Source: an optimization exercise on an open RTL-to-GDS flow (aim: small area and few clock cycles per item). Production flows keep margins and buffers that such runs may drop. Function was checked by simulation only, so behaviour that the tests miss may differ from the original. No activity file was given, so power comes from the tool's default toggle rates.

== red ==
## fixed_point_q24_8_alu
module fixed_point_q24_8_alu (
   input  logic              clock,
   input  logic              reset,
   input  logic              req_valid,
   output logic              req_ready,
   input  logic [3:0]        req_kind,
   input  logic [WORD_W-1:0] req_operand_a,
   input  logic [WORD_W-1:0] req_operand_b,
   output logic              rsp_valid,
   input  logic              rsp_ready,
   output logic [WORD_W-1:0] rsp_result_value,
   output logic              rsp_compare_flag,
   output logic              rsp_overflow_flag,
   output logic              rsp_divide_by_zero
);
Size: about 2700 cells after synthesis, about 21000 sq um of cells after synthesis.
==> flow/config.mk <==
export PLATFORM = sky130hd
export DESIGN_NAME = fixed_point_q24_8_alu
export DESIGN_NICKNAME = fixed_point_q24_8_alu
export VERILOG_FILES = /design/flow/design.v
export SDC_FILE = /design/flow/constraint.sdc
export NUM_CORES = 4
export LEC_CHECK = 0
export CAP_MARGIN = 20
export CORE_MARGIN = 2
export CORE_UTILIZATION = 40
export CTS_BUF_LIST = sky130_fd_sc_hd__clkbuf_8
export SLEW_MARGIN = 20
==> flow/constraint.sdc <==
create_clock -name core_clock -period 15.0 [get_ports {clock}]
set_input_delay 3.0000 -clock core_clock [delete_from_list [all_inputs] [get_ports {clock}]]
set_output_delay 3.0000 -clock core_clock [all_outputs]
set_load 0.01 [all_outputs]
standard.sh (not shown) runs the stock make flow with config.mk's settings and CLKGATE_MAP_FILE= SYNTH_SCRIPT=/design/flow/synth_recipe.tcl, a recipe that flattens the netlist after the stock synthesis.
==> flow/flow/run.sh <==
#!/bin/bash
# Standard layout, with buf_1 port buffers and power recovery (downsizing
# cells off the critical paths) after global routing.
set -e
export BUFFER_PORTS_ARGS="-buffer_cell sky130_fd_sc_hd__buf_1"
export RECOVER_POWER=100
bash standard.sh > standard.log 2>&1
Finished, but not clean: red, with capacitance limit, slew limit.
Testbench counts of red, summed over its fixed seeds: cycles 23,173, items 16,000.
diff inputs: red => blue
- CTS_BUF_LIST removed (was sky130_fd_sc_hd__clkbuf_8)
==> flow/run.sh (new file) <==
#!/bin/bash
# synth_recipe.tcl (not shown) runs the flow's synth.tcl, then flattens the netlist and writes it again
# the make line also repeats each setting of config.mk as NAME=value (left out here)
make -C /OpenROAD-flow-scripts/flow DESIGN_CONFIG=/design/flow/config.mk WORK_HOME=/design/flow/orfs CLKGATE_MAP_FILE= SYNTH_SCRIPT=/design/flow/synth_recipe.tcl finish
removed: flow/flow/run.sh
removed: flow/standard.sh
[summary]
- [compare] base=red new=blue: met1 wire length decreased 8.2%; share of power burned in registers fell by 0.9 points.
- Compared to red, blue has clock network power share 1.3 points higher.
- blue vs red, capturing element of the worst setup path: vld vs d_q[11]
- Wire length of the first global-routing pass delta (blue − red): favourable
- Every stage of the flow completed for blue, and the final layout passed the timing, design-rule and antenna checks.
- Relative to red, share of the cycle needed by the critical path after routing has gone down in blue.
- blue vs. red: final instance area went up by about 3.5%.
- [compare] base=red new=blue: clock skew fell 0.012 ns; overall power of the completed layout increased 0.11 mW; worst setup slack went up 0.56 ns.
- Clock insertion delay at the later pin of the skew report (higher): red

---

Another version of the RTL of fixed_point_q24_8_alu (not shown whole).
For scale: about 2600 cells after synthesis, ~20000 um^2 of cells after synthesis.
// fixed_point_q24_8_alu
module fixed_point_q24_8_alu (
   input  logic              clock,
   input  logic              reset,
   input  logic              req_valid,
   output logic              req_ready,
   input  logic [3:0]        req_kind,
   input  logic [WORD_W-1:0] req_operand_a,
   input  logic [WORD_W-1:0] req_operand_b,
   output logic              rsp_valid,
   input  logic              rsp_ready,
   output logic [WORD_W-1:0] rsp_result_value,
   output logic              rsp_compare_flag,
   output logic              rsp_overflow_flag,
   output logic              rsp_divide_by_zero
);
   function automatic logic [WORD_W-1:0] inc_w(logic [WORD_W-1:0] x, logic c);
      logic [WORD_W-1:0] y;
      logic              cc;
      cc = c;
      for (int i = 0; i < WORD_W; i++) begin
         y[i] = x[i] ^ cc;
         cc = cc & x[i];
      end
      inc_w = y;
   endfunction
   function automatic logic [WORD_W-1:0] inc_b(logic [WORD_W-1:0] x, logic c);
      logic [WORD_W-1:0] y;
      logic              bc, cc;
      bc = c;
      for (int k = 0; k < WORD_W / 4; k++) begin
         cc = bc;
         for (int i = 0; i < 4; i++) begin
            y[4*k+i] = x[4*k+i] ^ cc;
            cc = cc & x[4*k+i];
         end
         bc = bc & (&x[4*k +: 4]);
      end
      inc_b = y;
   endfunction
   function automatic logic [WORD_W-1:0] abs_w(logic [WORD_W-1:0] x);
      logic [WORD_W-1:0] y;
      logic              seen;
  ...
Settings: LEC_CHECK=0, CAP_MARGIN=20, CORE_MARGIN=2, CORE_UTILIZATION=40, CTS_BUF_LIST=sky130_fd_sc_hd__clkbuf_8, SLEW_MARGIN=20; clock period 15.0 ns.
==> flow/flow/run.sh <==
#!/bin/bash
# Standard layout, with buf_2 port buffers, and after global routing a
# power-recovery pass (downsizes cells off the critical paths) followed by
# a design repair for the slews and loads it leaves.
set -e
export BUFFER_PORTS_ARGS="-buffer_cell sky130_fd_sc_hd__buf_2"
export RECOVER_POWER=100
export POST_GLOBAL_ROUTE_TCL="$(pwd)/flow/post_grt.tcl"
bash standard.sh > standard.log 2>&1
==> flow/flow/post_grt.tcl <==
# After power recovery: fix slew and capacitance again, then re-route the
# nets that changed.
global_route -start_incremental
repair_design -slew_margin $::env(SLEW_MARGIN) -cap_margin $::env(CAP_MARGIN)
detailed_placement
global_route -end_incremental
estimate_parasitics -global_routing
report_tns
report_wns
Testbench counts at the start, summed over its fixed seeds: cycles 22,591, items 16,000.
==> next run, changes <==
==> flow/flow/run.sh (replaced) <==
#!/bin/bash
# Standard layout, with buf_2 port buffers, clock tree synthesis without
# the dummy loads it would add to balance the tree, and after global
# routing a power-recovery pass (downsizes cells off the critical paths)
# followed by a design repair for the slews and loads it leaves.
set -e
export BUFFER_PORTS_ARGS="-buffer_cell sky130_fd_sc_hd__buf_2"
export CTS_ARGS="-sink_clustering_enable -repair_clock_nets -dont_use_dummy_load -buf_list sky130_fd_sc_hd__clkbuf_8"
export RECOVER_POWER=100
export POST_GLOBAL_ROUTE_TCL="$(pwd)/flow/post_grt.tcl"
bash standard.sh > standard.log 2>&1
CORE_UTILIZATION = 50   (was 40)
The new run completed without violations.
Design area falls by 2.0%.
Core utilization goes up by 10 points.
Worst setup slack degrades by 260 ps.
Hold slack degrades by 21 ps.
Combinational power falls by about 3%.
Critical path depth goes down by 1.
Global-route usage is higher by 7.4 points.
Synthesized cell count does not change.
Area after synthesis is unchanged.
Clock skew went up by 33 ps.
Fmax is lower by 1.8%.
==> next run, changes <==
==> flow/flow/run.sh (replaced) <==
#!/bin/bash
# Standard layout, with the port buffers made of buf_2 cells.
set -e
export BUFFER_PORTS_ARGS="-buffer_cell sky130_fd_sc_hd__buf_2"
bash standard.sh > standard.log 2>&1
CORE_UTILIZATION = 40   (was 50)
removed: flow/flow/post_grt.tcl
Effect: Non-clock buffer count rises by 11; count of clock-buffer cells in the layout is unchanged; final cell count rises by 5.5%; flip-flop and latch count does not change; fmax rises by 2.9%; routed wire length rises by 6.0%; worst setup slack improves by 410 ps; die area rises by 24%; clock power rises by 32%.
==> next run, changes <==
==> flow/flow/run.sh (replaced) <==
#!/bin/bash
# Standard layout, with buf_2 port buffers, and clock tree synthesis
# without the dummy loads it would add to balance the tree.
set -e
export BUFFER_PORTS_ARGS="-buffer_cell sky130_fd_sc_hd__buf_2"
export CTS_ARGS="-sink_clustering_enable -repair_clock_nets -dont_use_dummy_load -buf_list sky130_fd_sc_hd__clkbuf_8"
bash standard.sh > standard.log 2>&1
CORE_UTILIZATION = 50   (was 40)
Outcome: Utilization climbs by 9.8 points; sequential share of layout area climbs by 0.39 points; die area drops by 20%; final area drops by 2.3%; clock power drops by 25%; power drops by 4.7%; routed wire length drops by 6.0%; clock-buffer cell count is unchanged; combinational power drops by about 3%.

## separate check: timing with driven ports
The flow's constraints put no driver on any port. The routed layouts listed below were extracted and timed again, unchanged, in two steps. Step 1 (the two cells are an assumption about what drives the block):
set clk [get_ports {clock}]
set_driving_cell -lib_cell sky130_fd_sc_hd__clkbuf_16 $clk
set_driving_cell -lib_cell sky130_fd_sc_hd__buf_2 [delete_from_list [all_inputs] $clk]
Step 2 adds t to the input delays and takes it off the output delays; t is the mean of the earliest and latest rising clock arrival at the registers after step 1. Input paths then give back, and output paths get back, about the clock's delay inside the block. Three values: ideal ports, drivers, drivers and shift; two values: the first two.
run	shift t [ns]	setup WS [ns]	worst hold slack (ns)	slew at the worst register clock pin (ns)	pins driven straight from the clock port
red	0.555	0.740 / 0.773 / 0.218	0.474 / 0.474 / 0.474	0.10 / 0.10	1
blue	0.495	1.301 / 1.328 / 0.833	0.484 / 0.484 / 0.484	0.07 / 0.07	1
the first run of note 2	0.544	1.027 / 1.017 / 0.473	0.530 / 0.530 / 0.530	0.09 / 0.09	1
the second run of note 2	0.513	0.765 / 0.792 / 0.279	0.510 / 0.510 / 0.510	0.11 / 0.11	1
the third run of note 2	0.543	1.173 / 1.166 / 0.623	0.532 / 0.532 / 0.532	0.09 / 0.09	1
the fourth run of note 2	0.521	0.773 / 0.811 / 0.290	0.508 / 0.508 / 0.508	0.10 / 0.10	1
The setup slack of the first run of note 2, which loses most, moves by -0.010 ns with the drivers and by -0.554 ns with both steps.
